What follows belongs to an exercise in optimizing a design on an open flow for small area and a short achievable clock period; a production flow would make more cautious choices.
Function was checked by simulation only, so behaviour that the tests miss may differ from the original.
Power is estimated from default activity; no workload was simulated.

## run 1
==> flow/design.v <==
module rf_nor2  (input logic a, b, output logic y); assign y = ~(a | b); endmodule
module rf_and2  (input logic a, b, output logic y); assign y = a & b; endmodule
module rf_and3  (input logic a, b, c, output logic y); assign y = a & b & c; endmodule
module rf_nand2 (input logic a, b, output logic y); assign y = ~(a & b); endmodule
module rf_nand4 (input logic a, b, c, d, output logic y); assign y = ~(a & b & c & d); endmodule
module rf_aoi22 (input logic a1, a2, b1, b2, output logic y); assign y = ~((a1 & a2) | (b1 & b2)); endmodule
module rf_aoi21 (input logic a1, a2, b1, output logic y); assign y = ~((a1 & a2) | b1); endmodule
module rf_aoi32 (input logic a1, a2, a3, b1, b2, output logic y);
  assign y = ~((a1 & a2 & a3) | (b1 & b2));
endmodule
module rf_or8 (
  input  logic [7:0] s,
  input  logic [7:0] v,
  output logic       z
);
  logic [3:0] p;
  for (genvar k = 0; k < 4; k++) begin : g_p
    assign p[k] = ~((s[2*k] & v[2*k]) | (s[2*k+1] & v[2*k+1]));
  end
  assign z = ~(&p);
endmodule
module rf_or7 (
  input  logic [6:0] s,
  input  logic [6:0] v,
  output logic       z
);
  logic [3:0] p;
  for (genvar k = 0; k < 3; k++) begin : g_p
    assign p[k] = ~((s[2*k] & v[2*k]) | (s[2*k+1] & v[2*k+1]));
  end
  assign p[3] = ~(s[6] & v[6]);
  assign z = ~(&p);
endmodule
module rf_eq2 #(parameter int K = 0) (input logic [1:0] a, output logic y);
  assign y = (a == 2'(K));
endmodule
module rf_eq3 #(parameter int K = 0) (input logic [2:0] a, output logic y);
  assign y = (a == 3'(K));
endmodule
module rf_rdec (
  input  logic [4:0]  addr,
  input  logic [31:0] wr,
  output logic [31:0] dec,
  output logic [31:0] sel
);
  logic [3:0] lo;
  logic [7:0] hi;
  for (genvar j = 0; j < 4; j++) begin : g_lo
    rf_eq2 #(.K(j)) u (.a(addr[1:0]), .y(lo[j]));
  end
  for (genvar j = 0; j < 8; j++) begin : g_hi
    rf_eq3 #(.K(j)) u (.a(addr[4:2]), .y(hi[j]));
  end
  assign dec[0] = 1'b0;
  assign sel[0] = 1'b0;
  for (genvar i = 1; i < 32; i++) begin : g_sel
    rf_and2 ud (.a(lo[i % 4]), .b(hi[i / 4]), .y(dec[i]));
    rf_and3 us (.a(lo[i % 4]), .b(hi[i / 4]), .c(wr[i]), .y(sel[i]));
  end
endmodule
module rf_or31 (
  input  logic [31:1] s,
  input  logic [31:1] v,
  output logic        x1,
  output logic        x2
);
  logic [3:0] z;
  for (genvar k = 0; k < 3; k++) begin : g_z
    rf_or8 u (.s(s[8*k+8:8*k+1]), .v(v[8*k+8:8*k+1]), .z(z[k]));
  end
  rf_or7 u3 (.s(s[31:25]), .v(v[31:25]), .z(z[3]));
  rf_nor2 u1 (.a(z[0]), .b(z[1]), .y(x1));
  rf_nor2 u2 (.a(z[2]), .b(z[3]), .y(x2));
endmodule
module rf_rport (
  input  logic [4:0]        addr,
  input  logic [31:0]       wr,
  input  logic [31:0]       busy,
  input  logic [31:0][31:0] q,       
  input  logic [31:0][4:0]  q1,      
  input  logic              hit,
  input  logic              nhit,
  input  logic [31:0]       nd,      
  output logic [31:0]       data,
  output logic              busy_o
);
  logic [31:0] dec, sel;
  rf_rdec u_dec (.addr(addr), .wr(wr), .dec(dec), .sel(sel));
  for (genvar b = 0; b < 32; b++) begin : g_bit
    logic [31:1] v;
    logic [31:1] s;
    logic        x1, x2;
    for (genvar i = 1; i < 32; i++) begin : g_v
      if (b < 5 && ((i >> b) & 1) == 1) begin : g_one
        assign s[i] = dec[i];
        assign v[i] = q1[i][b];
      end else begin : g_q
        assign s[i] = sel[i];
        assign v[i] = q[i][b];
      end
    end
    rf_or31 u_or (.s(s), .v(v), .x1(x1), .x2(x2));
    rf_aoi32 u_out (.a1(x1), .a2(x2), .a3(nhit), .b1(hit), .b2(nd[b]), .y(data[b]));
  end
  logic bx1, bx2;
  rf_or31 u_bor (.s(dec[31:1]), .v(busy[31:1]), .x1(bx1), .x2(bx2));
  rf_aoi21 u_bout (.a1(bx1), .a2(bx2), .b1(hit), .y(busy_o));
endmodule
module regfile_sb #(
  parameter int XLEN       = 32,
  parameter int NREGS      = 32,
  parameter int AW         = 5,
  parameter int BYPASS     = 1,
  parameter int ZERO_REG   = 1,
  parameter int INIT_INDEX = 1
) (
  input  logic             clk,
  input  logic             rst,
  input  logic             RegWEn,
  input  logic [AW-1:0]    AddrD,
  input  logic [XLEN-1:0]  DataD,
  input  logic [AW-1:0]    AddrA,
  input  logic [AW-1:0]    AddrB,
  output logic [XLEN-1:0]  DataA,
  output logic [XLEN-1:0]  DataB,
  input  logic             issue_en,
  input  logic [AW-1:0]    issue_rd,
  input  logic             flush,
  output logic             busy_a,
  output logic             busy_b,
  output logic [NREGS-1:0] busy_vec
);
  logic        we, iss;
  logic [31:0] w_we, w_set;
  logic [31:0][31:0] r_q;
  logic [31:0] r_wr, r_busy;
  assign we  = RegWEn   && (AddrD    != '0);
  assign iss = issue_en && (issue_rd != '0);
  for (genvar g = 0; g < 32; g++) begin : g_dec
    assign w_we[g]  = we  && (AddrD    == 5'(g));
    assign w_set[g] = iss && (issue_rd == 5'(g));
  end
  assign r_q[0]    = '0;
  assign r_wr[0]   = 1'b0;
  assign r_busy[0] = 1'b0;
  for (genvar g = 1; g < 32; g++) begin : g_reg
    always_ff @(posedge clk) begin
      if (w_we[g]) r_q[g] <= DataD;
    end
    always_ff @(posedge clk or posedge rst) begin
      if (rst) begin
        r_wr[g]   <= 1'b0;
        r_busy[g] <= 1'b0;
      end else begin
        if (w_we[g]) r_wr[g] <= 1'b1;
        if (flush)         r_busy[g] <= 1'b0;
        else if (w_set[g]) r_busy[g] <= 1'b1;
        else if (w_we[g])  r_busy[g] <= 1'b0;
      end
    end
  end
  logic        hit_a, hit_b;
  logic [31:0] nd;
  logic [31:0][4:0] q1;
  for (genvar g = 0; g < 32; g++) begin : g_q1
    assign q1[g] = r_q[g][4:0] | {5{~r_wr[g]}};
  end
  assign hit_a = we && (AddrD == AddrA);
  assign hit_b = we && (AddrD == AddrB);
  assign nd    = ~DataD;
  rf_rport u_pa (.addr(AddrA), .wr(r_wr), .busy(r_busy), .q(r_q), .q1(q1), .hit(hit_a),
                 .nhit(~hit_a), .nd(nd), .data(DataA), .busy_o(busy_a));
  rf_rport u_pb (.addr(AddrB), .wr(r_wr), .busy(r_busy), .q(r_q), .q1(q1), .hit(hit_b),
                 .nhit(~hit_b), .nd(nd), .data(DataB), .busy_o(busy_b));
  assign busy_vec = r_busy;
endmodule
make LEC_CHECK=0 CAP_MARGIN=20 CORE_MARGIN=2 CORE_UTILIZATION=55 CTS_BUF_LIST=sky130_fd_sc_hd__clkbuf_4 PLACE_DENSITY=0.65 SETUP_SLACK_MARGIN=2.5 SLEW_MARGIN=20 SYNTH_HIERARCHICAL=1 SYNTH_MINIMUM_KEEP_SIZE=0 finish   # period 7.8 ns
run.sh (not shown) runs the stock make flow with config.mk's settings and CLKGATE_MAP_FILE= SYNTH_SCRIPT=/design/flow/synth_recipe.tcl, a recipe that flattens the netlist after the stock synthesis.
Run 1 ran to completion and came out clean on the timing, design-rule and antenna checks.
Inputs modified between run 1 and run 2:
# run 1
export LEC_CHECK = 0
export CAP_MARGIN = 20
export CORE_MARGIN = 2
export CORE_UTILIZATION = 55
export CTS_BUF_LIST = sky130_fd_sc_hd__clkbuf_4
export PLACE_DENSITY = 0.65
export SETUP_SLACK_MARGIN = 2.5
export SLEW_MARGIN = 20
export SYNTH_HIERARCHICAL = 1
export SYNTH_MINIMUM_KEEP_SIZE = 0
create_clock -name core_clock -period 7.8 [get_ports {clk}]
# run 2
export LEC_CHECK = 0
export CAP_MARGIN = 20
export CORE_MARGIN = 2
export CORE_UTILIZATION = 55
export CTS_BUF_LIST = sky130_fd_sc_hd__clkbuf_4
export CTS_CLUSTER_DIAMETER = 30
export CTS_CLUSTER_SIZE = 8
export PLACE_DENSITY = 0.8
export SETUP_SLACK_MARGIN = 2.7
export SLEW_MARGIN = 20
export SYNTH_HIERARCHICAL = 1
export SYNTH_MINIMUM_KEEP_SIZE = 0
create_clock -name core_clock -period 7.8 [get_ports {clk}]
==> flow/flow/run.sh (new file) <==
#!/bin/bash
set -euo pipefail
bash standard.sh "BUFFER_PORTS_ARGS=-buffer_cell sky130_fd_sc_hd__buf_2" finish > standard_finish.log 2>&1
==> flow/standard.sh (new file) <==
#!/bin/bash
# synth_recipe.tcl (not shown) runs the flow's synth.tcl, then flattens the netlist and writes it again
# the make line also repeats each setting of config.mk as NAME=value (left out here)
make -C /OpenROAD-flow-scripts/flow DESIGN_CONFIG=/design/flow/config.mk WORK_HOME=/design/flow/orfs CLKGATE_MAP_FILE= SYNTH_SCRIPT=/design/flow/synth_recipe.tcl "${@:-finish}"
removed: flow/run.sh
Notes after the runs:
- Per the final summary, run 2 finished and its layout is clean on timing, DRC and antenna.
- Summary of run 2 over run 1: overall routed net length about even; cell total after placement fell 108; post-CTS setup buffer count fell about 7%; count of vias placed by the detailed router rose about 2.6%.
- For run 1, the worst setup path endpoint was DataA[28], unlike run 2, where it was DataB[7].
- The clock network contribution to total cell area of run 2 falls short of that of run 1 by 1.6 points.
- Re area of the multi-input gates: run 1 was lower than run 2.
- The higher clock group total power of run 1 and run 2 is in run 1.
- Per the comparison of run 2 with run 1, maximum frequency saw an increase, overall routing resource usage went down by 3.1 points, final worst-path setup slack grew by 0.11 ns.
- Overall power of the completed layout: higher on run 1
diff inputs: run 2 => run 3
# run 2
export LEC_CHECK = 0
export CAP_MARGIN = 20
export CORE_MARGIN = 2
export CORE_UTILIZATION = 55
export CTS_BUF_LIST = sky130_fd_sc_hd__clkbuf_4
export CTS_CLUSTER_DIAMETER = 30
export CTS_CLUSTER_SIZE = 8
export PLACE_DENSITY = 0.8
export SETUP_SLACK_MARGIN = 2.7
export SLEW_MARGIN = 20
export SYNTH_HIERARCHICAL = 1
export SYNTH_MINIMUM_KEEP_SIZE = 0
create_clock -name core_clock -period 7.8 [get_ports {clk}]
# run 3
export LEC_CHECK = 0
export CAP_MARGIN = 20
export CORE_MARGIN = 2
export CORE_UTILIZATION = 55
export CTS_BUF_LIST = sky130_fd_sc_hd__clkbuf_4
export CTS_CLUSTER_DIAMETER = 30
export CTS_CLUSTER_SIZE = 8
export PLACE_DENSITY = 0.8
export SETUP_SLACK_MARGIN = 2.6
export SLEW_MARGIN = 20
export SYNTH_HIERARCHICAL = 1
export SYNTH_MINIMUM_KEEP_SIZE = 0
create_clock -name core_clock -period 7.8 [get_ports {clk}]
## What came out
Run 3 reached the end of the flow, and the finished layout is clean on the timing, design-rule and antenna checks. Run 2 was larger in final cell area than run 3. | power | lower: run 3 |. Re combined flip-flop and latch cell area: no difference whatsoever between run 3 and run 2. Looking at run 2 and run 3, the number of buffers and inverters on the critical path is a wash. Looking only at global-route usage, and setting everything else aside, the higher value of run 2 and run 3 goes to run 2. Looking only at hold slack, and setting everything else aside, the lower value of run 2 and run 3 goes to run 3. Non-clock buffer count: run 3 vs run 2 down 12%. Post-route met1 wirelength (higher): run 2.
What run 4 does differently from run 3 at the input level:
# run 3
export LEC_CHECK = 0
export CAP_MARGIN = 20
export CORE_MARGIN = 2
export CORE_UTILIZATION = 55
export CTS_BUF_LIST = sky130_fd_sc_hd__clkbuf_4
export CTS_CLUSTER_DIAMETER = 30
export CTS_CLUSTER_SIZE = 8
export PLACE_DENSITY = 0.8
export SETUP_SLACK_MARGIN = 2.6
export SLEW_MARGIN = 20
export SYNTH_HIERARCHICAL = 1
export SYNTH_MINIMUM_KEEP_SIZE = 0
create_clock -name core_clock -period 7.8 [get_ports {clk}]
# run 4
export LEC_CHECK = 0
export CAP_MARGIN = 20
export CORE_MARGIN = 2
export CORE_UTILIZATION = 55
export PLACE_DENSITY = 0.65
export SETUP_SLACK_MARGIN = 2.5
export SLEW_MARGIN = 20
export SYNTH_HIERARCHICAL = 1
export SYNTH_MINIMUM_KEEP_SIZE = 0
create_clock -name core_clock -period 7.8 [get_ports {clk}]
- Run 4 vs run 3 — number of fillers in the final layout climbed by a few percent
- The higher clock network fraction of design power came out of run 4.
- Run 4 vs. run 3: transition time at the pin with the least slew margin rose 0.035 ns, count of clock-buffer cells in the layout fell 41%.
- Taking run 3 as the reference, in run 4 number of nets in the final layout saw a decrease; worst-case setup slack after placement saw a decrease.

-- what the ideal ports hide --
In the flow no input, the clock included, has a driving cell. The finished layouts below were timed again as built, in two steps.
Step 1 assumes that a clkbuf_16 drives the clock port and a buf_2 every other input.
Step 2 times the ports against the registers' clock, not the clock port: input delays grow and output delays shrink by t, the midpoint of the rising clock arrivals with the driver on.
Three values: ideal ports, drivers, drivers and shift; two values: the first two.
| run | t (ns) | setup WS [ns] | worst hold slack (ns) | clock arrival spread, ns | worst data-port slew with drivers (ns) |
|---|---|---|---|---|---|
| run 1 | 1.251 | 2.224 / 2.198 / 2.198 | 0.532 / 0.532 / 0.532 | 0.090 / 0.090 | 0.06 |
| run 2 | 1.167 | 2.338 / 2.235 / 2.235 | 0.575 / 0.575 / 0.575 | 0.117 / 0.117 | 0.14 |
| run 3 | 1.153 | 2.443 / 2.415 / 2.415 | 0.566 / 0.566 / 0.566 | 0.118 / 0.118 | 0.08 |
| run 4 | 0.752 | 2.314 / 2.294 / 2.294 | 0.537 / 0.537 / 0.537 | 0.047 / 0.047 | 0.11 |
After both steps setup and hold are still met in every run listed. The setup slack of run 2, which loses most, moves by -0.103 ns with the drivers and by -0.103 ns with both steps.
